What follows belongs to an exercise in optimizing a design on an open flow for small area; a production flow would make more cautious choices.
Function was checked by simulation only, so behaviour that the tests miss may differ from the original.
Power figures rest on the tool's default switching activity, not on a simulated workload.

===== design.v =====
`default_nettype none
package trigPkg;
   localparam int NUM_LANES  = 4;
   localparam int LANE_WIDTH = 16;
   localparam int SUM_WIDTH  = 8;
   localparam int ADDR_WIDTH = 9;
   localparam int DATA_WIDTH = 32;
   localparam logic [DATA_WIDTH-1:0] SYS_REVISION = 32'hB100_0001;
   localparam logic [DATA_WIDTH-1:0] BLOCK_FILL   = 32'h0000_0123;
   localparam logic [ADDR_WIDTH-1:0] REG_CSR          = 9'h000;
   localparam logic [ADDR_WIDTH-1:0] REG_VERSION      = 9'h001;
   localparam logic [ADDR_WIDTH-1:0] REG_OUTBLOCK     = 9'h003;
   localparam logic [ADDR_WIDTH-1:0] REG_COINC_RESULT = 9'h005;
   localparam logic [ADDR_WIDTH-1:0] REG_CLEAR        = 9'h009;
   localparam logic [ADDR_WIDTH-1:0] REG_NUMTRIG_LO   = 9'h00A;
   localparam logic [ADDR_WIDTH-1:0] REG_NUMTRIG_HI   = 9'h00B;
   localparam logic [ADDR_WIDTH-1:0] REG_TICKS_LO     = 9'h00C;
   localparam logic [ADDR_WIDTH-1:0] REG_TICKS_HI     = 9'h00D;
   localparam logic [ADDR_WIDTH-1:0] REG_COINC_MASK   = 9'h108;
   localparam logic [ADDR_WIDTH-1:0] REG_MULT_MASK    = 9'h110;
   localparam logic [ADDR_WIDTH-1:0] REG_PATTERN      = 9'h118;
   localparam logic [ADDR_WIDTH-1:0] REG_THRESHOLD    = 9'h120;
   localparam logic [1:0] BLK_CONFIG  = 2'd0;
   localparam logic [1:0] BLK_RESULTS = 2'd1;
   localparam int SRC_FILL     = 0;
   localparam int SRC_CSR      = 1;
   localparam int SRC_OUTBLOCK = 2;
   localparam int SRC_RUN      = 3;
   localparam int SRC_VERSION  = 4;
   localparam int SRC_FLAGS    = 5;
   localparam int SRC_TRIG_LO  = 6;
   localparam int SRC_TRIG_HI  = 7;
   localparam int SRC_TICK_LO  = 8;
   localparam int SRC_TICK_HI  = 9;
   localparam int SRC_COINC    = 10;
   localparam int SRC_MULT     = 14;
   localparam int SRC_PAT      = 18;
   localparam int SRC_THR      = 22;
   localparam int SRC_SUM      = 26;
   localparam int RD_SRCS      = 30;
endpackage
`default_nettype wire
`timescale 1ns/1ps
`default_nettype none
import trigPkg::*;
module trigLane
#(
   parameter int LANE_WIDTH = trigPkg::LANE_WIDTH
)
(
   input  logic [LANE_WIDTH-1:0] laneIn,
   input  logic [LANE_WIDTH-1:0] coincMask,
   input  logic [LANE_WIDTH-1:0] multMask,
   input  logic [LANE_WIDTH-1:0] pattern,
   input  logic [SUM_WIDTH-1:0]  threshold,
   output logic                  coincHit,
   output logic                  multHit,
   output logic [4:0]            sum
);
   function automatic logic [1:0] fullAdd(input logic a, input logic b, input logic c);
      fullAdd = {(a & b) | (c & (a ^ b)), (a ^ b) ^ c};
   endfunction
   function automatic logic [1:0] halfAdd(input logic a, input logic b);
      halfAdd = {a & b, a ^ b};
   endfunction
   function automatic logic [4:0] popCount16(input logic [15:0] x);
      logic [1:0] l1 [5];
      logic [1:0] a1, a2, d1, b0, g1, g2, f, m, p, q;
      for (int k = 0; k < 5; k++)
         l1[k] = fullAdd(x[3*k], x[3*k+1], x[3*k+2]);
      a1 = fullAdd(l1[0][0], l1[1][0], l1[2][0]);
      a2 = fullAdd(l1[3][0], l1[4][0], x[15]);
      d1 = fullAdd(l1[0][1], l1[1][1], l1[2][1]);
      b0 = halfAdd(a1[0], a2[0]);
      g1 = fullAdd(a1[1], a2[1], d1[0]);
      g2 = halfAdd(l1[3][1], l1[4][1]);
      f  = fullAdd(b0[1], g1[0], g2[0]);
      m  = fullAdd(d1[1], g1[1], g2[1]);
      p  = halfAdd(f[1], m[0]);
      q  = halfAdd(p[1], m[1]);
      popCount16 = {q[1], q[0], p[0], f[0], b0[0]};
   endfunction
   function automatic logic atLeast5(input logic [4:0] a, input logic [4:0] b);
      logic ge;
      ge = a[0] | !b[0];
      for (int i = 1; i < 5; i++)
         ge = (a[i] & !b[i]) | ((a[i] | !b[i]) & ge);
      atLeast5 = ge;
   endfunction
   assign coincHit = (laneIn & coincMask) == pattern;
   assign sum      = popCount16(laneIn & multMask);
   assign multHit  = (threshold[7:5] == 3'd0) && atLeast5(sum, threshold[4:0]);
endmodule
`default_nettype wire
`timescale 1ns/1ps
`default_nettype none
import trigPkg::*;
module trigReadMux
(
   input  logic [RD_SRCS-1:0]      sel,
   input  logic [15:0]             csrReg,
   input  logic [1:0]              outBlock,
   input  logic [4*16-1:0]         coincMask,
   input  logic [4*16-1:0]         multMask,
   input  logic [4*16-1:0]         pattern,
   input  logic [4*8-1:0]          threshold,
   input  logic [4*5-1:0]          sum,
   input  logic [3:0]              coincHit,
   input  logic [3:0]              multHit,
   input  logic [63:0]             numTrig,
   input  logic [63:0]             runTicks,
   output logic [DATA_WIDTH-1:0]   rdNext
);
   always_comb
   begin
      rdNext = '0;
      rdNext |= {DATA_WIDTH{sel[SRC_FILL]}} & BLOCK_FILL;
      rdNext |= {DATA_WIDTH{sel[SRC_CSR]}} & DATA_WIDTH'(csrReg);
      rdNext |= {DATA_WIDTH{sel[SRC_OUTBLOCK]}} & DATA_WIDTH'(outBlock);
      for (int i = 0; i < 4; i++)
      begin
         rdNext |= {DATA_WIDTH{sel[SRC_COINC + i]}} & DATA_WIDTH'(coincMask[16*i +: 16]);
         rdNext |= {DATA_WIDTH{sel[SRC_MULT + i]}} & DATA_WIDTH'(multMask[16*i +: 16]);
         rdNext |= {DATA_WIDTH{sel[SRC_PAT + i]}} & DATA_WIDTH'(pattern[16*i +: 16]);
         rdNext |= {DATA_WIDTH{sel[SRC_THR + i]}} & DATA_WIDTH'(threshold[8*i +: 8]);
         rdNext |= {DATA_WIDTH{sel[SRC_SUM + i]}} & DATA_WIDTH'(sum[5*i +: 5]);
      end
      rdNext |= {DATA_WIDTH{sel[SRC_RUN]}} & DATA_WIDTH'(csrReg[0]);
      rdNext |= {DATA_WIDTH{sel[SRC_VERSION]}} & SYS_REVISION;
      rdNext |= {DATA_WIDTH{sel[SRC_FLAGS]}} & DATA_WIDTH'({4'd0, multHit, 4'd0, coincHit});
      rdNext |= {DATA_WIDTH{sel[SRC_TRIG_LO]}} & numTrig[31:0];
      rdNext |= {DATA_WIDTH{sel[SRC_TRIG_HI]}} & numTrig[63:32];
      rdNext |= {DATA_WIDTH{sel[SRC_TICK_LO]}} & runTicks[31:0];
      rdNext |= {DATA_WIDTH{sel[SRC_TICK_HI]}} & runTicks[63:32];
   end
endmodule
`default_nettype wire
`timescale 1ns/1ps
`default_nettype none
module trigCountCtl
(
   input  logic        cntZero,
   input  logic [3:0]  busWstrb,
   input  logic [31:0] busData,
   input  logic        ldTickLo,
   input  logic        ldTickHi,
   input  logic        ldTrigLo,
   input  logic        ldTrigHi,
   output logic [7:0]  tickSel,
   output logic [7:0]  trigSel,
   output logic [31:0] cntData
);
   assign cntData = busData & {32{!cntZero}};
   for (genvar b = 0; b < 4; b++)
   begin : genSel
      assign tickSel[b]     = cntZero || (ldTickLo && busWstrb[b]);
      assign tickSel[b + 4] = cntZero || (ldTickHi && busWstrb[b]);
      assign trigSel[b]     = cntZero || (ldTrigLo && busWstrb[b]);
      assign trigSel[b + 4] = cntZero || (ldTrigHi && busWstrb[b]);
   end
endmodule
`default_nettype wire
`timescale 1ns/1ps
`default_nettype none
import trigPkg::*;
module trigCoincTop
#(
   parameter int NUM_LANES  = trigPkg::NUM_LANES,
   parameter int LANE_WIDTH = trigPkg::LANE_WIDTH
)
(
   input  logic                            proc_clk,
   input  logic                            rstN,
   input  logic                            busWrEn,
   input  logic                            busRdEn,
   input  logic [DATA_WIDTH/8-1:0]         busWstrb,
   input  logic [ADDR_WIDTH-1:0]           busAddr,
   input  logic [DATA_WIDTH-1:0]           busWrData,
   input  logic [NUM_LANES*LANE_WIDTH-1:0] trigIn,
   input  logic                            fastTrig,
   output logic [DATA_WIDTH-1:0]           rdData,
   output logic                            rdValid
);
   logic [15:0]           csrReg;
   logic [1:0]            outBlock;
   logic [LANE_WIDTH-1:0] coincMask [NUM_LANES];
   logic [LANE_WIDTH-1:0] multMask  [NUM_LANES];
   logic [LANE_WIDTH-1:0] pattern   [NUM_LANES];
   logic [SUM_WIDTH-1:0]  threshold [NUM_LANES];
   logic                  counterClr;
   logic [DATA_WIDTH-1:0] wrData;
   assign wrData = busWrData & {DATA_WIDTH{rstN}};
   function automatic logic wrByte(
      input logic [ADDR_WIDTH-1:0] addr,
      input int                    b
   );
      wrByte = !rstN || (busWrEn && busAddr == addr && busWstrb[b]);
   endfunction
   always_ff @(posedge proc_clk)
   begin
      for (int b = 0; b < 2; b++)
      begin
         if (wrByte(REG_CSR, b))
            csrReg[8*b +: 8] <= wrData[8*b +: 8];
      end
      if (wrByte(REG_OUTBLOCK, 0))
         outBlock <= wrData[1:0];
      for (int i = 0; i < NUM_LANES; i++)
      begin
         for (int b = 0; b < 2; b++)
         begin
            if (wrByte(REG_COINC_MASK + ADDR_WIDTH'(i), b))
               coincMask[i][8*b +: 8] <= wrData[8*b +: 8];
            if (wrByte(REG_MULT_MASK + ADDR_WIDTH'(i), b))
               multMask[i][8*b +: 8] <= wrData[8*b +: 8];
            if (wrByte(REG_PATTERN + ADDR_WIDTH'(i), b))
               pattern[i][8*b +: 8] <= wrData[8*b +: 8];
         end
         if (wrByte(REG_THRESHOLD + ADDR_WIDTH'(i), 0))
            threshold[i] <= wrData[7:0];
      end
   end
   always_ff @(posedge proc_clk)
   begin
      counterClr <= rstN && busWrEn && (busAddr == REG_CLEAR);
      rdValid    <= rstN && busRdEn;
   end
   logic [NUM_LANES-1:0] coincHit;
   logic [NUM_LANES-1:0] multHit;
   logic [4:0]           sum [NUM_LANES];
   for (genvar i = 0; i < NUM_LANES; i++)
   begin : genLane
      trigLane #(
         .LANE_WIDTH (LANE_WIDTH)
      ) uLane (
         .laneIn    (trigIn[i*LANE_WIDTH +: LANE_WIDTH]),
         .coincMask (coincMask[i]),
         .multMask  (multMask[i]),
         .pattern   (pattern[i]),
         .threshold (threshold[i]),
         .coincHit  (coincHit[i]),
         .multHit   (multHit[i]),
         .sum       (sum[i])
      );
   end
   logic        ftA;
   logic        ftB;
   logic [63:0] numTrig;
   logic [63:0] runTicks;
   always_ff @(posedge proc_clk)
   begin
      ftA <= rstN && fastTrig;
      ftB <= rstN && ftA;
   end
   logic        cntZero;
   logic [31:0] cntData;
   logic        ldTickLo, ldTickHi, ldTrigLo, ldTrigHi;
   logic [7:0]  tickSel;
   logic [7:0]  trigSel;
   logic [63:0] tickInc;
   logic [63:0] trigInc;
   assign cntZero  = !rstN || counterClr;
   assign ldTickLo = busWrEn && busAddr == REG_TICKS_LO;
   assign ldTickHi = busWrEn && busAddr == REG_TICKS_HI;
   assign ldTrigLo = busWrEn && busAddr == REG_NUMTRIG_LO;
   assign ldTrigHi = busWrEn && busAddr == REG_NUMTRIG_HI;
   trigCountCtl uCountCtl (
      .cntZero  (cntZero),
      .busWstrb (busWstrb),
      .busData  (busWrData),
      .ldTickLo (ldTickLo),
      .ldTickHi (ldTickHi),
      .ldTrigLo (ldTrigLo),
      .ldTrigHi (ldTrigHi),
      .tickSel  (tickSel),
      .trigSel  (trigSel),
      .cntData  (cntData)
   );
   function automatic logic [63:0] inc64(input logic [63:0] q, input logic cin);
      logic c;
      for (int k = 0; k < 16; k++)
      begin
         c = cin;
         for (int j = 0; j < k; j++)
            c = c & (&q[4*j +: 4]);
         for (int i = 4*k; i < 4*k + 4; i++)
         begin
            inc64[i] = q[i] ^ c;
            c        = c & q[i];
         end
      end
   endfunction
   assign tickInc = inc64(runTicks, !(ldTickLo || ldTickHi));
   assign trigInc = inc64(numTrig, ftA && !ftB && !(ldTrigLo || ldTrigHi));
   always_ff @(posedge proc_clk)
   begin
      for (int i = 0; i < 64; i++)
      begin
         runTicks[i] <= tickSel[i/8] ? cntData[i%32] : tickInc[i];
         numTrig[i]  <= trigSel[i/8] ? cntData[i%32] : trigInc[i];
      end
   end
   logic cfgBlk, resBlk;
   logic [RD_SRCS-1:0]    rdSel;
   logic [DATA_WIDTH-1:0] rdNext;
   assign cfgBlk = outBlock == BLK_CONFIG;
   assign resBlk = outBlock == BLK_RESULTS;
   always_comb
   begin
      rdSel[SRC_FILL]     = outBlock[1];
      rdSel[SRC_CSR]      = cfgBlk && busAddr == REG_CSR;
      rdSel[SRC_OUTBLOCK] = cfgBlk && busAddr == REG_OUTBLOCK;
      rdSel[SRC_RUN]      = resBlk && busAddr == REG_CSR;
      rdSel[SRC_VERSION]  = resBlk && busAddr == REG_VERSION;
      rdSel[SRC_FLAGS]    = resBlk && busAddr == REG_COINC_RESULT;
      rdSel[SRC_TRIG_LO]  = resBlk && busAddr == REG_NUMTRIG_LO;
      rdSel[SRC_TRIG_HI]  = resBlk && busAddr == REG_NUMTRIG_HI;
      rdSel[SRC_TICK_LO]  = resBlk && busAddr == REG_TICKS_LO;
      rdSel[SRC_TICK_HI]  = resBlk && busAddr == REG_TICKS_HI;
      for (int i = 0; i < NUM_LANES; i++)
      begin
         rdSel[SRC_COINC + i] = cfgBlk && busAddr == REG_COINC_MASK + ADDR_WIDTH'(i);
         rdSel[SRC_MULT + i]  = cfgBlk && busAddr == REG_MULT_MASK + ADDR_WIDTH'(i);
         rdSel[SRC_PAT + i]   = cfgBlk && busAddr == REG_PATTERN + ADDR_WIDTH'(i);
         rdSel[SRC_THR + i]   = cfgBlk && busAddr == REG_THRESHOLD + ADDR_WIDTH'(i);
         rdSel[SRC_SUM + i]   = resBlk && busAddr == REG_MULT_MASK + ADDR_WIDTH'(i);
      end
   end
   trigReadMux uReadMux (
      .sel       (rdSel),
      .csrReg    (csrReg),
      .outBlock  (outBlock),
      .coincMask ({coincMask[3], coincMask[2], coincMask[1], coincMask[0]}),
      .multMask  ({multMask[3], multMask[2], multMask[1], multMask[0]}),
      .pattern   ({pattern[3], pattern[2], pattern[1], pattern[0]}),
      .threshold ({threshold[3], threshold[2], threshold[1], threshold[0]}),
      .sum       ({sum[3], sum[2], sum[1], sum[0]}),
      .coincHit  (coincHit),
      .multHit   (multHit),
      .numTrig   (numTrig),
      .runTicks  (runTicks),
      .rdNext    (rdNext)
   );
   always_ff @(posedge proc_clk)
   begin
      rdData <= rdNext;
   end
endmodule
`default_nettype wire

===== flow/run.sh =====
#!/bin/bash
# Own layout flow: the standard ORFS flow (standard.sh, unchanged synthesis),
# with synthesis buffers removed at floorplan, single-drive port buffers, plain (not timing-driven) global placement and a
# clock tree of clkbuf_4 without dummy loads.
set -uo pipefail
cd "$(dirname "$0")/.."
bash standard.sh \
  "GPL_TIMING_DRIVEN=0" "REMOVE_ABC_BUFFERS=1" \
  "BUFFER_PORTS_ARGS=-buffer_cell sky130_fd_sc_hd__buf_1" \
  "CTS_ARGS=-sink_clustering_enable -repair_clock_nets -dont_use_dummy_load -buf_list sky130_fd_sc_hd__clkbuf_4 -sink_clustering_size 9 -sink_clustering_max_diameter 35" \
  finish > flow_make.log 2>&1
rc=$?
tail -40 flow_make.log
exit $rc

===== standard.sh =====
#!/bin/bash
# synth_recipe.tcl (not shown) runs the flow's synth.tcl, then flattens the netlist and writes it again
# the make line also repeats each setting of config.mk as NAME=value (left out here)
make -C /OpenROAD-flow-scripts/flow DESIGN_CONFIG=/design/flow/config.mk WORK_HOME=/design/flow/orfs CLKGATE_MAP_FILE= SYNTH_SCRIPT=/design/flow/synth_recipe.tcl "${@:-finish}"

===== config.mk =====
export PLATFORM = sky130hd
export DESIGN_NAME = trigCoincTop
export DESIGN_NICKNAME = trigCoincTop
export VERILOG_FILES = /design/flow/design.v
export SDC_FILE = /design/flow/constraint.sdc
export NUM_CORES = 4
export LEC_CHECK = 0
export CAP_MARGIN = 20
export CORE_MARGIN = 2
export CORE_UTILIZATION = 75
export SLEW_MARGIN = 20
export SYNTH_HIERARCHICAL = 1
export SYNTH_MINIMUM_KEEP_SIZE = 0

===== constraint.sdc =====
create_clock -name core_clock -period 5.0 [get_ports {proc_clk}]
set_input_delay 1.0000 -clock core_clock [delete_from_list [all_inputs] [get_ports {proc_clk}]]
set_output_delay 1.0000 -clock core_clock [all_outputs]
set_load 0.01 [all_outputs]

==> results.yml, run 1 <==
synth:
  yosys-top-cells-area: "edfxtp_1 (36%), dfxtp_1 (16%), ha_1 (7.0%)"
  synth_top_area_share_pct: 36.5
  ys_ff_latch: 406
  synth_top_area_cell: "edfxtp_1"
  synth_ff_type: "edfxtp_1"
  synth.distinct_cells: 51
  syn_inst: 1656
  netlist_area_um2: 19900
  syn_avg_cell_area_um2: 12.0
  synth-seq-area-share_pct: 52.9
  synth_edf_count: 242
  ys_top_cells_by_count: "edfxtp_1 (242), nand2_1 (187), dfxtp_1 (164)"
  yosysWarnings: 19
  yosysMostFrequentCell: "edfxtp_1"
  synthArstFlopShare_pct: 0
drt:
  vias: 15500
  dr.pass1.iters: 8
  routedWlPerCell_um: 29.7
  ant_nets: 0
  drt_iter0_drc: 2928
  vias_per_cell: 7.20
  remaining_drc_errors: 0
  routed_wl_um: 63900
sta:
  finalHoldViolCount: 0
  setup_viol: 0
  worst_slack_ns: 0.198
  max_freq_ghz: 0.208
  slew_headroom_pct: 22.8
  rsz0062_at_grt: "no"
  fin_skew_ns: 0.0730
  post-route-period-util_pct: 96.0
  worst_pin_slew_ns: 1.15
  min_period_ns: 4.80
  maxSlewViolCount: 0
power:
  p_leak_nw: 8.23
  swShare_pct: 29.2
  switchingPower_mw: 1.99
  ir_worst_vdd_mv: 0.247
  p_per_area_nw_per_um2: 318
  p_clk_share_pct: 23.2
  power_mw: 6.83
  power_frac_comb_pct: 17.2
  seqPwrFrac_pct: 59.6
  cellInternalPower_mw: 4.84
worst_setup_path:
  startpoint_type: "flip-flop"
  rrSetupSlack_ns: 0.20
  path_class: "reg2reg"
  critPathLaunch: "multMask[1][9]"
  r2r_cells: 15
  r2r-end: "rdData[9]"
  end_kind: "flip-flop"
  timing.rr.start: "multMask[1][9]"
  critPathMaxFanout: 3
  cp.required_ns: 5.64
  endpoint: "rdData[9]"
  critPathArrivalTime_ns: 5.44
clock_network:
  post-cts-setup-buffers: 0
  clockBufferDepth: 3
  hold_buffers: 0
  cts.sinks: 406
  cts_buffers: 58
  clock_latency_ns: 0.76
  cts-resized-gates: 0
  cts-root-buf: "clkbuf_4"
  cts_tree: "built"
  cts.clk_slew.worst_paths_ns: 0.10
  h-tree-depth: 2
placed_design:
  hpwlAfterDp_um: 49600
  routabilityCongestion: 1.01
  dpl-instance-area_um2: 21000
  portBuffers: 146
  dp.cells: 2096
  pre_cts_ws_ns: -0.350
floorplan:
  fp.dieW_um: 167
  core.rowCount: 59
  dieArea_um2: 27900
  core_um2: 26100
  io_pins: 147
  start_util_pct: 76.5
  chipHeight_um: 167
cells_and_area:
  drive_gt1_share_pct: 12.5
  area_growth_pct: 7.63
  nNetsFinal: 2091
  fin_util_pct: 82.3
  fin_area_um2: 21500
  post_layout_nonfiller_instances: 2155
grt:
  grt_usage_pct: 45.9
  overflow: 0
  grt_max_degree: 51
  grt_pass1_wl_um: 94000
  antenna_found_initial: 1
  first_global_vias: 15600
job:
  drv_cap: 0
min_path:
  hold_class: "reg2reg"
run_status:
  outcome: "timing/DRC/antenna clean"
[worst min path at each step]
stage                        from       to  slack [ns]  depth (start not counted)
after floorplan               ftA      ftB        0.44                          1
after global placement        ftA      ftB        0.45                          1
after detailed placement      ftA      ftB        0.47                          1
after CTS                     ftA      ftB        0.46                          1
after global routing      busRdEn  rdValid        0.48                          2
final                         ftA      ftB        0.46                          1
[area by class of cell]
type	instances	area, µm²
Antenna cell	1	2.50
Tap cell	335	419
Sequential cell	406	10600
Timing Repair Buffer	179	952
Fill cell	1465	4600
Clock buffer	58	435
Inverter	51	191
Multi-Input combinational cell	1125	8900
[stage by stage]
stage / hold slack (ns) / TNS [ns]
floorplan: 0.436 / 0
global placement: 0.446 / -8.29
detailed placement: 0.466 / -0.808
CTS: 0.455 / 0
global route: 0.483 / 0
finish: 0.461 / 0
[layer usage]
layer	vias to the layer above	wire (µm)	track usage (%)
li1	6480	-	-
met1	7309	20500	57.4
met2	1430	28400	70.2
met3	302	10500	15.7
met4	0	4480	26.1
met5	-	0	0
[critical path, stage by stage (launching register included)]
cell      delay (ns)
edfxtp_1        0.39
and2_1          0.17
fa_1            0.54
inv_1           0.06
fa_1            0.53
fa_1            0.57
inv_1           0.06
fa_1            0.40
ha_1            0.22
ha_1            0.36
nor2_1          0.07
maj3_1          0.35
nor3_1          0.48
a221oi_1        0.16
and3_1          0.23
nand4_1         0.11
[Yosys stat by module, one instance, submodules excluded, a selection]
module        cells  flops+latches  cell area [µm²]  copies in the design
trigReadMux     309              0             2140                     1
trigCoincTop    942            406            14700                     1
trigCountCtl     53              0              364                     1
[cell families after synthesis]
group                      share of synthesized area [%]
AOI/OAI and AO/OA                                   10.7
xor gates and xnor gates                            4.22
adders and majority gates                           11.9
buffers and inverters                               2.72
DFF                                                 52.9
muxes                                               5.42
and+or+nand+nor                                     12.1
[power groups by stage]
stage / logic [mW] / clock network, mW / registers [mW]
2_1_floorplan: 0.744 / 0 / 4.03
6_report: 1.18 / 1.58 / 4.07
4_1_cts: 1.15 / 1.57 / 4.05
3_5_place_dp: 1.14 / 0 / 4.13
3_3_place_gp: 1.07 / 0 / 4.11
5_1_grt: 1.27 / 1.71 / 4.09
[state kept, by name, indices dropped and copies added (netlist names)]
register,flops
counterClr,1
threshold,32
coincMask,64
ftA,1
rdValid,1
csrReg,16
pattern,64
numTrig,64
rdData,32
ftB,1
multMask,64
runTicks,64
outBlock,2
[cell usage in the layout, fill, tap and decap left out, types with 29 or more instances in the layout]
master    synthesis  routed
nand4_1          67      67
dfxtp_1         164     164
buf_1             6     145
nand2_1         187     187
xnor2_1          32      32
a22o_1           30      30
edfxtp_1        242     242
clkbuf_4          0      58
inv_1            51      51
ha_1            112     112
and2_1           31      31
xor2_1           64      64
mux2_2           96      96
nor2b_1          36      36
a22oi_1         110     110
fa_1             44      44
a221oi_1         32      32
o21ai_1           0      29
nor2_1           62      46
o21ai_0          65      35
==> run 2, diff against run 1 <==
--- a/config.mk
+++ b/config.mk
@@ -7,7 +7,7 @@
 export LEC_CHECK = 0
 export CAP_MARGIN = 20
 export CORE_MARGIN = 2
-export CORE_UTILIZATION = 75
+export CORE_UTILIZATION = 65
 export SLEW_MARGIN = 20
 export SYNTH_HIERARCHICAL = 1
 export SYNTH_MINIMUM_KEEP_SIZE = 0
==> run 2 against run 1 <==
Against the previous run: still clean on timing, DRC and antenna; sequential share of layout area is 0.32 points lower; global-route usage is 5.9 points lower; routed wire length is 1.7% lower; combinational power hardly changed; first-iteration DRC count is 26% lower; critical path depth is 1 higher; via count is 3.3% lower; maximum frequency is 2.0% higher; clock power is 8% higher; hold slack better by 0.030 ns; register-to-register slack better by 0.15 ns.
==> results.yml, run 2 <==
floorplan:
  core.rowCount: 64
  start_util_pct: 65.5
  dieArea_um2: 32100
  core_um2: 30400
  chipHeight_um: 179
  fp.dieW_um: 179
  io_pins: 147
drt:
  routedWlPerCell_um: 28.3
  drt_iter0_drc: 2164
  ant_nets: 0
  remaining_drc_errors: 0
  routed_wl_um: 62900
  dr.pass1.iters: 9
  vias: 15000
  vias_per_cell: 6.75
sta:
  worst_pin_slew_ns: 1.12
  slew_headroom_pct: 25.1
  post-route-period-util_pct: 94.2
  whs_ns: 0.491
  fin_skew_ns: 0.0980
  finalHoldViolCount: 0
  min_period_ns: 4.71
  rsz0062_at_grt: "no"
  max_freq_ghz: 0.212
  setup_viol: 0
  tns_ns: 0
  maxSlewViolCount: 0
worst_setup_path:
  end_kind: "flip-flop"
  startpoint_type: "primary input"
  rrSetupSlack_ns: 0.35
  critPathMaxFanout: 3
  critPathArrivalTime_ns: 5.34
  path_class: "in2reg"
  cp.required_ns: 5.63
power:
  power_mw: 6.93
  p_per_area_nw_per_um2: 321
  ir_worst_vdd_mv: 0.211
  p_leak_nw: 8.26
synth:
  synth_ff_type: "edfxtp_1"
  synth_top_area_cell: "edfxtp_1"
  yosysWarnings: 19
  yosysMostFrequentCell: "edfxtp_1"
  synth_edf_count: 242
  syn_avg_cell_area_um2: 12.0
  ys_top_cells_by_count: "edfxtp_1 (242), nand2_1 (187), dfxtp_1 (164)"
  synthArstFlopShare_pct: 0
  netlist_area_um2: 19900
  syn_inst: 1656
  synth.distinct_cells: 51
  ys_ff_latch: 406
  yosys-top-cells-area: "edfxtp_1 (36%), dfxtp_1 (16%), ha_1 (7.0%)"
  synth-seq-area-share_pct: 52.9
  synth_top_area_share_pct: 36.5
clock_network:
  h-tree-depth: 3
  clock_latency_ns: 0.72
  clockBufferDepth: 3
  cts.sinks: 406
  post-cts-setup-buffers: 0
  cts.clk_slew.worst_paths_ns: 0.09
  cts-root-buf: "clkbuf_4"
  cts_tree: "built"
  cts_buffers: 66
placed_design:
  routabilityCongestion: 0.964
  portBuffers: 146
  hpwlAfterDp_um: 49000
grt:
  overflow: 0
  grt_max_degree: 47
  grt_pass1_wl_um: 91000
  grt_usage_pct: 40.0
  antenna_found_initial: 2
  first_global_vias: 14400
cells_and_area:
  drive_gt1_share_pct: 12.8
  final_common_cell: "edfxtp_1"
  area_growth_pct: 8.34
  nNetsFinal: 2096
  nFillCells: 2241
  layout_common_cells: "edfxtp_1 (242), nand2_1 (187), dfxtp_1 (164), buf_1 (145), ha_1 (112)"
run_status:
  outcome: "timing/DRC/antenna clean"
job:
  drv_cap: 0
min_path:
  hold_class: "reg2reg"
run 2: cell counts after synthesis:
Identical to the previous run, type by type.
run 2: worst paths after layout:
kind	start	to	depth (start not counted)
setup reg to reg	multMask[3][9]	rdData[11]	15
hold reg to reg	ftA	ftB	1
setup / recovery	trigIn[57]	rdData[11]	16
hold / removal	ftA	ftB	1
run 2: area by class of cell:
cell class / instances / area [µm²] / share of cell area (%)
Timing Repair Buffer: 176 / 945 / 4.37
Tap cell: 396 / 495 / 2.29
Multi-Input combinational cell: 1125 / 8920 / 41.3
Antenna cell: 1 / 2.50 / 0.0116
Clock buffer: 66 / 495 / 2.29
Sequential cell: 406 / 10600 / 48.8
Inverter: 51 / 191 / 0.886
run 2: power breakdown:
group	internal (mW)	switching (mW)	total [mW]
Combinational	0.476	0.688	1.16
Sequential	3.83	0.238	4.07
Clock	0.607	1.09	1.70
run 2: stage by stage:
| step | util, % | cells | instance area (µm²) | setup slack (ns) |
|---|---|---|---|---|
| after floorplan | - | 1582 | 19600 | 0.463 |
| after global placement | 67.8 | 2124 | 20600 | -0.725 |
| after detailed placement | 69.3 | 2154 | 21100 | -0.509 |
| after CTS | 70.9 | 2220 | 21600 | 0.233 |
| after global routing | 71.0 | 2221 | 21600 | 0.239 |
| final | 71.0 | 2221 | 21600 | 0.291 |
run 2: worst max-delay path, stage by stage:
cell	delay (ns)
buf_1	0.11
and2_1	0.19
fa_1	0.54
inv_1	0.06
fa_1	0.50
fa_1	0.53
inv_1	0.05
fa_1	0.39
ha_1	0.21
ha_1	0.36
nor2_1	0.07
maj3_1	0.35
nor3_1	0.42
a221oi_1	0.21
and3_1	0.24
nand4_1	0.09
run 2: cell families (layout without fill, tap and decap cells):
logic type | Yosys count | in the layout | synth area share (%)
xor+xnor | 96 | 96 | 4.22
other cells | 0 | 1 | 0
buf+inv | 125 | 293 | 2.72
fa+ha+maj | 164 | 164 | 11.9
mux | 96 | 96 | 5.42
flops | 406 | 406 | 52.9
compound gates | 288 | 288 | 10.7
simple gates | 481 | 481 | 12.1
run 2: what timing repair did:
| action | CTS | global route |
|---|---|---|
| hold buffers | 0 | 0 |
| gates resized for setup | 0 | 1 |
| setup endpoints to repair | 0 | 1 |
run 2: metal layers:
metal / vias to the layer above / GRT usage, % / wire, µm
li1: 6505 / - / -
met1: 7229 / 53.1 / 23000
met2: 1093 / 61.7 / 28200
met3: 173 / 10.9 / 8460
met4: 2 / 18.1 / 3170
met5: - / 0 / 15
run 2: per-module statistics from Yosys (local to each module, per instance), excerpt:
module        cell area [µm²]  flops+latches  times used  cells
trigCoincTop            14700            406           1    942
trigReadMux              2140              0           1    309
trigCountCtl              364              0           1     53
==> run 3, diff against run 2 <==
--- a/config.mk
+++ b/config.mk
@@ -7,7 +7,7 @@
 export LEC_CHECK = 0
 export CAP_MARGIN = 20
 export CORE_MARGIN = 2
-export CORE_UTILIZATION = 65
+export CORE_UTILIZATION = 80
 export SLEW_MARGIN = 20
 export SYNTH_HIERARCHICAL = 1
 export SYNTH_MINIMUM_KEEP_SIZE = 0
==> run 3 against run 2 <==
Against the previous run: clock skew down 0.056 ns; total power down 1.3%; sequential power about the same; largest cell class unchanged; register-to-register slack worse by 0.12 ns; die area down 18%; global-route usage up 9.7 points; still clean; critical endpoint is now rdData[9]; critical path type unchanged; clock power down 8%.
==> results.yml, run 3 <==
run_status:
  outcome: "timing/DRC/antenna clean"
min_path:
  hold_class: "in2reg"
  min_from: "busRdEn"
  hold_depth: 2
  min_to: "rdValid"
power:
  p_leak_nw: 8.18
  ir_worst_vdd_mv: 0.256
  p_per_area_nw_per_um2: 320
floorplan:
  core.rowCount: 57
  fp.dieW_um: 162
  core_um2: 24400
  chipHeight_um: 162
  io_pins: 147
  dieArea_um2: 26200
  start_util_pct: 81.7
sta:
  tns_ns: 0
  slew_headroom_pct: 19.2
  post-route-period-util_pct: 95.6
  whs_ns: 0.476
  fin_skew_ns: 0.0424
  worst_slack_ns: 0.222
  maxSlewViolCount: 0
  max_freq_ghz: 0.209
  finalHoldViolCount: 0
  rsz0062_at_grt: "no"
  min_period_ns: 4.78
  worst_pin_slew_ns: 1.20
  setup_viol: 0
worst_setup_path:
  startpoint_type: "primary input"
  r2r_cells: 15
  r2r-end: "rdData[9]"
  end_kind: "flip-flop"
  timing.rr.start: "multMask[1][10]"
  rrSetupSlack_ns: 0.23
  critPathArrivalTime_ns: 5.44
  critPathMaxFanout: 3
  path_class: "in2reg"
  cp.required_ns: 5.67
drt:
  ant_nets: 0
  routedWlPerCell_um: 30.2
  vias_per_cell: 7.50
  routed_wl_um: 64500
  dr.pass1.iters: 11
  drt_iter0_drc: 3020
  vias: 16000
  remaining_drc_errors: 0
clock_network:
  cts.sinks: 406
  hold_buffers: 0
  clock_latency_ns: 0.73
  cts.clk_slew.worst_paths_ns: 0.10
  cts_tree: "built"
  clockBufferDepth: 3
  post-cts-setup-buffers: 0
  cts_buffers: 56
  cts-root-buf: "clkbuf_4"
  cts-resized-gates: 0
  h-tree-depth: 2
synth:
  synth_xor_xnor_area_share_pct: 4.22
  synth_ff_type: "edfxtp_1"
  synth-seq-area-share_pct: 52.9
  synth.distinct_cells: 51
  synth_top_area_cell: "edfxtp_1"
  yosysMostFrequentCell: "edfxtp_1"
  yosysWarnings: 19
  ys_top_cells_by_count: "edfxtp_1 (242), nand2_1 (187), dfxtp_1 (164)"
  synthAdderAreaFrac_pct: 11.9
  synth_edf_count: 242
  synthArstFlopShare_pct: 0
  synth_top_family_by_area: "simple AND/OR/NAND/NOR gates"
  synth-simple-area-share_pct: 12.1
  ys_ff_latch: 406
  netlist_area_um2: 19900
  synth.area.mux_share_pct: 5.42
  syn_avg_cell_area_um2: 12.0
  synth-compound-area-share_pct: 10.7
  yosys-top-cells-area: "edfxtp_1 (36%), dfxtp_1 (16%), ha_1 (7.0%)"
  synth_top_area_share_pct: 36.5
  syn_inst: 1656
cells_and_area:
  drive_gt1_share_pct: 12.1
  nFillCells: 1144
  final_common_cell: "edfxtp_1"
  area_growth_pct: 7.14
  fin_area_um2: 21400
  layout_common_cells: "edfxtp_1 (242), nand2_1 (187), dfxtp_1 (164), buf_1 (145), ha_1 (112)"
  regArea_um2: 10600
  multi_input_area_um2: 8900
  nNetsFinal: 2084
placed_design:
  routabilityCongestion: 1.04
  hpwlAfterDp_um: 49000
  pre_cts_ws_ns: -0.355
  portBuffers: 146
  dpl-instance-area_um2: 20900
job:
  drv_cap: 0
grt:
  grt_max_degree: 53
  antenna_found_initial: 2
  grt_pass1_wl_um: 94700
  overflow: 0
  grt_usage_pct: 49.7
  first_global_vias: 16100
run 3: cell counts after synthesis:
No cell type changed its count.
run 3: area by class of cell:
cell class / instances / share of cell area (%)
antenna: 2 / 0.0234
clock buffer: 56 / 1.97
inverter: 51 / 0.896
multi-input combinational: 1125 / 41.7
sequential: 406 / 49.4
tap: 324 / 1.90
timing repair buffer: 174 / 4.13
run 3: power by group:
part	switching, mW	leakage (nW)	internal, mW
clock network	1.05	0.258	0.511
logic	0.719	4.23	0.479
registers	0.250	3.69	3.83
total	2.02	8.18	4.82
run 3: how the worst max path moves through the flow:
stage                    start        end  slack (ns)  depth (start not counted)
4_1_cts        multMask[1][10]  rdData[9]        0.35                         15
5_1_grt             trigIn[17]  rdData[9]        0.17                         15
3_3_place_gp        busAddr[5]  rdData[1]       -0.50                          7
6_report            trigIn[26]  rdData[9]        0.22                         16
3_5_place_dp        trigIn[25]  rdData[9]       -0.35                         16
2_1_floorplan       trigIn[25]  rdData[9]        0.46                         15
run 3: cell families after synthesis:
family | Yosys count
XOR/XNOR | 96
AND/OR/NAND/NOR | 481
AO/OA/AOI/OAI | 288
buffers and inverters | 125
adder cells (fa/ha/maj) | 164
multiplexers | 96
flip-flops | 406
run 3: critical path, stage by stage:
cell      delay, ns
buf_1          0.13
and2_1         0.22
fa_1           0.55
inv_1          0.08
fa_1           0.50
fa_1           0.54
inv_1          0.06
fa_1           0.41
ha_1           0.21
ha_1           0.37
nor2_1         0.06
maj3_1         0.35
nor3_1         0.50
a221oi_1       0.16
and3_1         0.23
nand4_1        0.08
run 3: routing by layer:
layer	wire length, µm	GRT usage, %	vias to the layer above	share of wire, %
met5	65	1.70	-	0.10
li1	-	-	6475	-
met3	11000	18.2	405	17
met1	20100	60.7	7437	31
met4	5470	32.6	2	8.5
met2	27900	74.9	1720	43
run 3: modules after synthesis (local to each module, per instance), excerpt:
module	cells inside	times used	cell area [µm²]	flops+latches
trigCoincTop	942	1	14700	406
trigCountCtl	53	1	364	0
trigReadMux	309	1	2140	0
run 3: per-stage QoR:
stage	util, %	std cells	total power, mW
detailed placement	85.8	2080	5.26
finish	87.6	2138	6.84
floorplan	-	1582	4.77
CTS	87.5	2136	6.73
global placement	84.2	2052	5.17
global route	87.6	2137	7.02
==> run 4, diff against run 3 <==
--- a/flow/run.sh
+++ b/flow/run.sh
@@ -7,7 +7,7 @@
 bash standard.sh \
   "GPL_TIMING_DRIVEN=0" "REMOVE_ABC_BUFFERS=1" \
   "BUFFER_PORTS_ARGS=-buffer_cell sky130_fd_sc_hd__buf_1" \
-  "CTS_ARGS=-sink_clustering_enable -repair_clock_nets -dont_use_dummy_load -buf_list sky130_fd_sc_hd__clkbuf_4 -sink_clustering_size 9 -sink_clustering_max_diameter 35" \
+  "CTS_ARGS=-sink_clustering_enable -repair_clock_nets -dont_use_dummy_load -buf_list sky130_fd_sc_hd__clkbuf_4 -sink_clustering_size 10 -sink_clustering_max_diameter 35" \
   finish > flow_make.log 2>&1
 rc=$?
 tail -40 flow_make.log
--- a/config.mk
+++ b/config.mk
@@ -7,7 +7,7 @@
 export LEC_CHECK = 0
 export CAP_MARGIN = 20
 export CORE_MARGIN = 2
-export CORE_UTILIZATION = 80
+export CORE_UTILIZATION = 75
 export SLEW_MARGIN = 20
 export SYNTH_HIERARCHICAL = 1
 export SYNTH_MINIMUM_KEEP_SIZE = 0
==> run 4 against run 3 <==
Against the previous run: combinational power is essentially flat; clock power is essentially flat; critical path depth shrank 1; synthesized cell count is the same; setup slack gained 0.054 ns; first-iteration DRC count shrank 4.7%; total power shrank 0.49%; count of clock-buffer cells in the layout shrank 1; via count shrank 3.7%; routed wire length shrank 1.3%; sequential share of layout area shrank 0.17 points; highest routed layer is now met4.
==> results.yml, run 4 <==
run_status:
  outcome: "timing/DRC/antenna clean"
synth:
  syn_avg_cell_area_um2: 12.0
  netlist_area_um2: 19900
  synthArstFlopShare_pct: 0
  yosys-top-cells-area: "edfxtp_1 (36%), dfxtp_1 (16%), ha_1 (7.0%)"
  synth_ff_type: "edfxtp_1"
  synth.distinct_cells: 51
  ys_ff_latch: 406
  synth-seq-area-share_pct: 52.9
  synth_top_area_cell: "edfxtp_1"
  yosysMostFrequentCell: "edfxtp_1"
  ys_top_cells_by_count: "edfxtp_1 (242), nand2_1 (187), dfxtp_1 (164)"
  synth_edf_count: 242
  syn_inst: 1656
  yosysWarnings: 19
  synth_top_area_share_pct: 36.5
clock_network:
  h-tree-depth: 2
  clockBufferDepth: 3
  cts.sinks: 406
  cts-resized-gates: 0
  post-cts-setup-buffers: 0
  cts_tree: "built"
  cts-root-buf: "clkbuf_4"
  hold_buffers: 0
  cts_buffers: 55
  clock_latency_ns: 0.75
  cts.clk_slew.worst_paths_ns: 0.11
grt:
  grt_pass1_wl_um: 93500
  overflow: 0
  grt_usage_pct: 45.7
  antenna_found_initial: 1
  first_global_vias: 15600
  grt_max_degree: 51
sta:
  whs_ns: 0.445
  fin_skew_ns: 0.0575
  min_period_ns: 4.72
  maxSlewViolCount: 0
  setup_viol: 0
  rsz0062_at_grt: "no"
  slew_headroom_pct: 24.6
  finalHoldViolCount: 0
  worst_pin_slew_ns: 1.13
  worst_slack_ns: 0.276
  post-route-period-util_pct: 94.5
  max_freq_ghz: 0.212
power:
  p_clk_share_pct: 22.9
  p_per_area_nw_per_um2: 317
  ir_worst_vdd_mv: 0.276
  swShare_pct: 29.3
  cellInternalPower_mw: 4.81
  switchingPower_mw: 1.99
  seqPwrFrac_pct: 59.8
  power_frac_comb_pct: 17.2
  p_leak_nw: 8.22
cells_and_area:
  area_growth_pct: 7.51
  nNetsFinal: 2088
  layout_common_cells: "edfxtp_1 (242), nand2_1 (187), dfxtp_1 (164), buf_1 (145), ha_1 (112)"
  final_common_cell: "edfxtp_1"
  fin_area_um2: 21400
  fin_util_pct: 82.2
  drive_gt1_share_pct: 12.4
min_path:
  hold_class: "in2reg"
  min_from: "busRdEn"
floorplan:
  dieArea_um2: 27900
  start_util_pct: 76.5
  chipHeight_um: 167
  fp.dieW_um: 167
  core_um2: 26100
  core.rowCount: 59
  io_pins: 147
worst_setup_path:
  cp.required_ns: 5.67
  worst_path_most_repeated_cell: "fa_1"
  critPathLaunch: "multMask[1][11]"
  end_kind: "flip-flop"
  rrSetupSlack_ns: 0.28
  max_stage_delay_ns: 0.56
  timing.rr.start: "multMask[1][11]"
  path_cells: "and2_1 > fa_1 > inv_1 > fa_1 > fa_1 > inv_1 > fa_1 > ha_1 > ha_1 > nor2_1 > maj3_1 > nor3_1 > a221oi_1 > and3_1 > nand4_1"
  startpoint_type: "flip-flop"
  critPathMaxFanout: 3
  path_class: "reg2reg"
  critPathArrivalTime_ns: 5.40
  critPathTopFamily: "adder cells"
  crit_buf_inv: 2
  cp_slowest_cell: "fa_1"
placed_design:
  routabilityCongestion: 1.01
  pre_cts_ws_ns: -0.350
  portBuffers: 146
  hpwlAfterDp_um: 49600
  dpl-instance-area_um2: 21000
job:
  drv_cap: 0
drt:
  dr.pass1.iters: 9
  drt_iter0_drc: 2878
  vias: 15400
  remaining_drc_errors: 0
  vias_per_cell: 7.18
  routedWlPerCell_um: 29.6
  ant_nets: 0
  routed_wl_um: 63700
==> run 4: cell counts after synthesis <==
No cell type changed its count.
==> run 4: logic make-up (layout without fill, tap and decap cells) <==
family / Yosys count / in the layout / synth area share [%]
xor+xnor: 96 / 96 / 4.22
other cells: 0 / 1 / 0
buf+inv: 125 / 285 / 2.72
simple gates: 481 / 481 / 12.1
flops: 406 / 406 / 52.9
fa+ha+maj: 164 / 164 / 11.9
compound gates: 288 / 288 / 10.7
mux: 96 / 96 / 5.42
==> run 4: final cells by class <==
cell class / count / area [µm²]
multi-input cells: 1125 / 8900
well taps: 335 / 419
flip-flops and latches: 406 / 10600
diodes: 1 / 2.50
repair buffers: 179 / 952
inverters: 51 / 191
clock buffers: 55 / 413
fillers: 1478 / 4630
==> run 4: metal layers <==
layer / routed length (µm) / part of all wire, % / track usage [%]
met4: 4300 / 6.7 / 25.5
met3: 10300 / 16 / 15.0
met1: 20600 / 32 / 57.3
met5: 0 / 0 / 0
met2: 28500 / 45 / 70.3
==> run 4: power groups by stage <==
stage / sequential [mW] / clock, mW / combinational, mW
after CTS: 4.05 / 1.54 / 1.14
after floorplan: 4.03 / 0 / 0.744
after global placement: 4.11 / 0 / 1.07
final: 4.07 / 1.56 / 1.17
after detailed placement: 4.13 / 0 / 1.14
after global routing: 4.09 / 1.66 / 1.27
==> run 4: final timing paths <==
check | depth (start not counted) | end
setup / recovery | 15 | rdData[9]
hold / removal | 2 | rdValid
setup reg to reg | 15 | rdData[9]
hold reg to reg | 1 | ftB
==> run 4: worst reg2reg max path, delay by kind of cell, from the launching register on <==
kind | cells | cell delay [ns]
adders and majority gates | 7 | 2.89
and+or+nand+nor | 5 | 1.08
DFF | 1 | 0.44
AOI/OAI and AO/OA | 1 | 0.15
buffers and inverters | 2 | 0.12
==> run 4: through the flow <==
stage          TNS (ns)  power (mW)  cells
6_report              0        6.80   2152
5_1_grt               0        7.02   2152
4_1_cts               0        6.73   2151
3_5_place_dp     -0.808        5.26   2096
3_3_place_gp      -8.29        5.18   2063
2_1_floorplan         0        4.77   1582
==> run 4: modules after synthesis, one instance, submodules excluded, excerpt <==
module | cells inside | cell area [µm²]
trigCountCtl | 53 | 364
trigCoincTop | 942 | 14700
trigReadMux | 309 | 2140

==> re-timing with driven ports <==
No port has a modelled driver above. Below, the same layouts with a new extraction and two added sets of constraints. Step 1: set_driving_cell puts a clkbuf_16 on proc_clk and a buf_2 on each other input, an assumption about the parent block. Step 2 adds t to the input delays and takes it off the output delays; t is the mean of the earliest and latest rising clock arrival at the registers after step 1. Input paths then give back, and output paths get back, about the clock's delay inside the block. Slacks: ideal ports / drivers / drivers and shift; pairs: ideal ports / drivers.
run | t, ns | setup slack, ns | slew at the worst register clock pin (ns)
run 1 | 0.764 | 0.198 / 0.198 / -0.528 | 0.11 / 0.11
run 2 | 0.718 | 0.291 / 0.321 / -0.396 | 0.10 / 0.10
run 3 | 0.762 | 0.222 / 0.227 / -0.521 | 0.11 / 0.11
run 4 | 0.769 | 0.276 / 0.276 / -0.459 | 0.11 / 0.11
With both steps, setup timing fails in every run listed, where it was met with ideal ports. The setup slack of run 3, which loses most, moves by +0.005 ns with the drivers and by -0.743 ns with both steps.
